This design comes from an exercise in tuning for small area, a short achievable clock period and few clock cycles per item on the open sky130 flow, not from production work.
At most, simulation tests tie the RTL to the original design; equivalence was not proved.

==> run C: inputs <==
Design battery_soc_power_mode_controller, start of the top module:
module battery_soc_power_mode_controller
(
  input  logic                clk,
  input  logic                rst,
  input  logic                s_tvalid,
  output logic                s_tready,
  input  logic [bspmc_pkg::OpW-1:0]      s_tuser,
  input  logic [bspmc_pkg::InDatW-1:0]   s_tdata,
  output logic                m_tvalid,
  input  logic                m_tready,
  output logic [bspmc_pkg::OutDatW-1:0]  m_tdata,
  input  logic                cfg_valid,
  output logic                cfg_ready,
  input  logic [bspmc_pkg::CfgIdxW-1:0]  cfg_index,
  input  logic [bspmc_pkg::CfgDatW-1:0]  cfg_data
);
==> flow/config.mk <==
export PLATFORM = sky130hd
export DESIGN_NAME = battery_soc_power_mode_controller
export DESIGN_NICKNAME = battery_soc_power_mode_controller
export VERILOG_FILES = /design/flow/design.v
export SDC_FILE = /design/flow/constraint.sdc
export NUM_CORES = 4
export LEC_CHECK = 0
export CAP_MARGIN = 20
export CORE_MARGIN = 2
export CORE_UTILIZATION = 40
export PLACE_DENSITY = 0.6
export SETUP_SLACK_MARGIN = 2.0
export SLEW_MARGIN = 20
export TNS_END_PERCENT = 100
==> flow/constraint.sdc <==
create_clock -name core_clock -period 5.0 [get_ports {clk}]
set_input_delay 1.0000 -clock core_clock [delete_from_list [all_inputs] [get_ports {clk}]]
set_output_delay 1.0000 -clock core_clock [all_outputs]
set_load 0.01 [all_outputs]
standard.sh (not shown) runs the stock make flow with config.mk's settings and CLKGATE_MAP_FILE= SYNTH_SCRIPT=/design/flow/synth_recipe.tcl, a recipe that flattens the netlist after the stock synthesis.
==> flow/flow/run.sh <==
#!/bin/bash
# Standard ORFS layout (the standard.sh), except that synthesis maps with
# the delay-driven ABC script in flow/abc_speed.script and without the adder
# cell mapping, and the port buffers start as buf_1 cells.
set -euo pipefail
rm -rf scripts_abc
cp -r "$FLOW_HOME/scripts" scripts_abc
cp flow/abc_speed.script scripts_abc/abc_speed.script
bash standard.sh SCRIPTS_DIR="$PWD/scripts_abc" ADDER_MAP_FILE= BUFFER_PORTS_ARGS="-buffer_cell sky130_fd_sc_hd__buf_1" CTS_ARGS='-sink_clustering_enable -repair_clock_nets -dont_use_dummy_load -buf_list {sky130_fd_sc_hd__clkbuf_4 sky130_fd_sc_hd__clkbuf_8}' finish > standard.log 2>&1
==> flow/flow/abc_speed.script <==
strash
balance
rewrite
refactor
balance
rewrite
rewrite -z
balance
refactor -z
rewrite -z
balance
dch
map -D 1500
topo
stime -c
buffer -c
upsize -c -D 1500
dnsize -c -D 1500
==> inputs of run M, as changes to run C <==
--- a/flow/design.v
+++ b/flow/design.v
@@ -153,60 +153,59 @@
   assign cap_n = ~{1'b0, capacity};
   assign csa_s = {1'b0, charge_total} ^ {{(CountW+1-CStepW){1'b0}}, charge_step} ^ cap_n;
   assign csa_c = ({1'b0, charge_total} & {{(CountW+1-CStepW){1'b0}}, charge_step})
                | ({1'b0, charge_total} & cap_n)
                | ({{(CountW+1-CStepW){1'b0}}, charge_step} & cap_n);
   assign count_ovf = {1'b0, csa_s} + {csa_c, 1'b0};
   assign count_up = count_ovf[CountW+1] ? capacity : count_sum[CountW-1:0];
   assign count_dn = count_dif[CountW] ? '0 : count_dif[CountW-1:0];
-  logic [SocW-1:0] ovf_s, ovf_c;
-  logic [SocW:0]   ovf_x;
-  logic            soc_ovf;
-  always_comb begin
-    for (int i = 0; i < SocW; i++) begin
-      if (i < SStepW) begin
-        ovf_s[i] = ~(soc_est[i] ^ soc_step[i]);
-        ovf_c[i] = soc_est[i] | soc_step[i];
-      end else if (i < SocW-1) begin
-        ovf_s[i] = ~soc_est[i];
-        ovf_c[i] = soc_est[i];
-      end else begin
-        ovf_s[i] = soc_est[i];
-        ovf_c[i] = 1'b0;
-      end
-    end
-  end
-  assign ovf_x   = {1'b0, ovf_s} + {ovf_c, 1'b0};
-  assign soc_ovf = ovf_x[SocW];
+  logic [7:0]  soc_hi;
+  logic        c16, lo_nz;
+  logic        soc_ovf;
+  assign soc_hi  = soc_est[SocW-1:16];
+  assign c16     = soc_sum[16] ^ soc_hi[0];    
+  assign lo_nz   = |soc_sum[15:0];
+  assign soc_ovf = (soc_hi > 8'd128)
+                 | ((soc_hi == 8'd128) & (c16 | lo_nz))
+                 | ((soc_hi == 8'd127) & c16 & lo_nz);
   assign soc_up = soc_ovf ? bspmc_pkg::SOC_ONE : soc_sum[SocW-1:0];
   assign soc_dn = soc_dif[SocW] ? '0 : soc_dif[SocW-1:0];
   logic lt_crit, lt_surv, lt_low;
-  assign lt_crit = soc_est < crit_th;
-  assign lt_surv = soc_est < surv_th;
-  assign lt_low  = soc_est < lowpwr_th;
-  logic ld_crit, ld_surv, ld_low, ld_cur;
-  assign ld_crit = applied_mode != bspmc_pkg::MODE_CRITICAL;
-  assign ld_surv = applied_mode != bspmc_pkg::MODE_SURVIVAL;
-  assign ld_low  = applied_mode != bspmc_pkg::MODE_LOW_POWER;
-  assign ld_cur  = (applied_mode != current_mode) && (current_mode <= bspmc_pkg::MODE_NORMAL);
-  logic [SwW-1:0] sw_crit, sw_surv, sw_low, sw_cur;
-  assign sw_crit = ld_crit ? bspmc_pkg::load_pattern(bspmc_pkg::MODE_CRITICAL)  : switch_pattern;
-  assign sw_surv = ld_surv ? bspmc_pkg::load_pattern(bspmc_pkg::MODE_SURVIVAL)  : switch_pattern;
-  assign sw_low  = ld_low  ? bspmc_pkg::load_pattern(bspmc_pkg::MODE_LOW_POWER) : switch_pattern;
-  assign sw_cur  = ld_cur  ? bspmc_pkg::load_pattern(current_mode)              : switch_pattern;
+  logic sel_crit, sel_surv, sel_low, sel_cur;
+  assign lt_crit  = soc_est < crit_th;
+  assign lt_surv  = soc_est < surv_th;
+  assign lt_low   = soc_est < lowpwr_th;
+  assign sel_crit = lt_crit;
+  assign sel_surv = !lt_crit && lt_surv;
+  assign sel_low  = !lt_crit && !lt_surv && lt_low;
+  assign sel_cur  = !lt_crit && !lt_surv && !lt_low;
+  logic ne_crit, ne_surv, ne_low, ne_cur;
+  assign ne_crit = applied_mode != bspmc_pkg::MODE_CRITICAL;
+  assign ne_surv = applied_mode != bspmc_pkg::MODE_SURVIVAL;
+  assign ne_low  = applied_mode != bspmc_pkg::MODE_LOW_POWER;
+  assign ne_cur  = applied_mode != current_mode;
+  logic             cur_has_pat;
+  logic [SwW-1:0]   cur_pat;
+  assign cur_has_pat = current_mode <= bspmc_pkg::MODE_NORMAL;
+  assign cur_pat     = bspmc_pkg::load_pattern(current_mode);
   logic [ModeW-1:0] tick_mode;
-  logic [SwW-1:0]   tick_sw;
-  logic             tick_upd;
-  assign tick_mode = lt_crit ? bspmc_pkg::MODE_CRITICAL
-                   : lt_surv ? bspmc_pkg::MODE_SURVIVAL
-                   : lt_low  ? bspmc_pkg::MODE_LOW_POWER
-                   : current_mode;
-  assign tick_sw   = lt_crit ? sw_crit : lt_surv ? sw_surv : lt_low ? sw_low : sw_cur;
-  assign tick_upd  = lt_crit ? ld_crit : lt_surv ? ld_surv : lt_low ? ld_low : ld_cur;
+  logic             tick_change, tick_load;
+  logic [SwW-1:0]   tick_pat;
+  assign tick_mode   = sel_crit ? bspmc_pkg::MODE_CRITICAL
+                     : sel_surv ? bspmc_pkg::MODE_SURVIVAL
+                     : sel_low  ? bspmc_pkg::MODE_LOW_POWER
+                     : current_mode;
+  assign tick_change = (sel_crit & ne_crit) | (sel_surv & ne_surv)
+                     | (sel_low & ne_low) | (sel_cur & ne_cur);
+  assign tick_load   = tick_change & (!sel_cur | cur_has_pat);
+  assign tick_pat    = sel_crit ? bspmc_pkg::load_pattern(bspmc_pkg::MODE_CRITICAL)
+                     : sel_surv ? bspmc_pkg::load_pattern(bspmc_pkg::MODE_SURVIVAL)
+                     : sel_low  ? bspmc_pkg::load_pattern(bspmc_pkg::MODE_LOW_POWER)
+                     : cur_pat;
   logic             prim_ok;
   logic [ModeW-1:0] restore_mode;
   logic             restore_ne;
   assign prim_ok      = prim == redu;
   assign restore_mode = prim_ok ? prim[ModeW-1:0] : bspmc_pkg::MODE_IDLE;
   assign restore_ne   = prim_ok ? (prim[ModeW-1:0] != applied_mode)
                                 : (applied_mode != bspmc_pkg::MODE_IDLE);
   logic [SocW-1:0] init_soc;
@@ -225,21 +224,23 @@
           charge_total_next = count_up;
           soc_est_next      = soc_up;
         end else begin
           charge_total_next = count_dn;
           soc_est_next      = (volt > charged_mv) ? bspmc_pkg::SOC_ONE : soc_dn;
         end
       end
       3'd1: begin
-        current_mode_next   = tick_mode;
-        applied_mode_next   = tick_mode;
-        mode_changed_next   = 1'b0;
-        switch_pattern_next = tick_sw;
-        updated_next        = tick_upd;
+        current_mode_next = tick_mode;
+        mode_changed_next = 1'b0;
+        if (tick_change) applied_mode_next = tick_mode;
+        if (tick_load) begin
+          switch_pattern_next = tick_pat;
+          updated_next        = 1'b1;
+        end
       end
       3'd2: begin
         current_mode_next = mval;
         mode_changed_next = mval != applied_mode;
       end
       3'd3: begin
         current_mode_next = restore_mode;
         mode_changed_next = restore_ne;
==> flow/flow/run.sh (replaced) <==
#!/bin/bash
# Standard ORFS layout, except that synthesis maps with the delay-driven ABC
# script in flow/abc_speed.script and without the adder cell mapping, and the
# port buffers are sky130_fd_sc_hd__buf_1.
set -euo pipefail
rm -rf scripts_abc
cp -r "$FLOW_HOME/scripts" scripts_abc
cp flow/abc_speed.script scripts_abc/abc_speed.script
bash standard.sh SCRIPTS_DIR="$PWD/scripts_abc" ADDER_MAP_FILE= BUFFER_PORTS_ARGS="-buffer_cell sky130_fd_sc_hd__buf_1" finish > standard.log 2>&1
==> flow/flow/abc_speed.script (replaced) <==
strash
dch
map -D 2000
topo
stime -c
buffer -c
upsize -c -D 2000
dnsize -c -D 2000
==> inputs of run Z, as changes to run C <==
==> flow/flow/run.sh (replaced) <==
#!/bin/bash
# Standard ORFS layout (the standard.sh), except that synthesis maps with
# the delay-driven ABC script in flow/abc_speed.script and without the adder
# cell mapping, and the port buffers start as buf_1 cells.
set -euo pipefail
rm -rf scripts_abc
cp -r "$FLOW_HOME/scripts" scripts_abc
cp flow/abc_speed.script scripts_abc/abc_speed.script
bash standard.sh SCRIPTS_DIR="$PWD/scripts_abc" ADDER_MAP_FILE= BUFFER_PORTS_ARGS="-buffer_cell sky130_fd_sc_hd__buf_1"  finish > standard.log 2>&1
==> flow/flow/abc_speed.script (replaced) <==
strash
dch
map -D 1000
topo
stime -c
buffer -c
upsize -c -D 1000
dnsize -c -D 1000
==> inputs of run B, as changes to run C <==
==> flow/flow/abc_speed.script (replaced) <==
strash
dch
map -D 1750
topo
stime -c
buffer -c
upsize -c -D 1750
dnsize -c -D 1750
Settings changed: CORE_UTILIZATION 40 to 55, PLACE_DENSITY 0.6 to 0.75, SETUP_SLACK_MARGIN 2.0 to 2.2.
==> notes <==
Run Z ran to the end with no violations. Run B produced a clean layout. Run C produced a clean layout. Run M finished clean.
Between run Z and run M, the lower critical path depth is in run Z (gap 6).
Sequential share of layout area: run Z < run M < run B < run C.
The highest synthesized cell count belongs to run Z, the lowest to run M.
Hold slack: run C is higher than run M (0.0056 ns).
Testbench counts of run C, summed over its fixed seeds: cycles 12,008, items 12,000.
Testbench counts of run Z, summed over its fixed seeds: cycles 12,008, items 12,000.
Testbench counts of run B, summed over its fixed seeds: cycles 12,008, items 12,000.
For run M, only the layout was checked, not whether the RTL still works.

==> re-timing with driven ports <==
No port has a modelled driver above. Below, the same layouts with a new extraction and two added sets of constraints. Step 1 assumes that a clkbuf_16 drives the clock port and a buf_2 every other input. Step 2 also shifts input and output timing later by t, the mid clock arrival at the registers, as if the neighbouring blocks saw the same clock. Three values: no drivers, after step 1, after step 2; two values: the first two.
| run | t, ns | setup slack, ns | slew at the worst register clock pin (ns) | cell pins on the clock port's net |
|---|---|---|---|---|
| run C | 0.530 | 2.143 / 2.143 / 1.726 | 0.12 / 0.12 | 1 |
| run M | 0.490 | 1.919 / 1.919 / 1.501 | 0.09 / 0.09 | 1 |
| run Z | 0.518 | 2.123 / 2.123 / 1.795 | 0.08 / 0.08 | 1 |
| run B | 0.512 | 2.169 / 2.169 / 1.730 | 0.10 / 0.10 | 1 |
After both steps every run listed still meets setup and hold. The setup slack of run B, which loses most, moves by 0.000 ns with the drivers and by -0.439 ns with both steps.
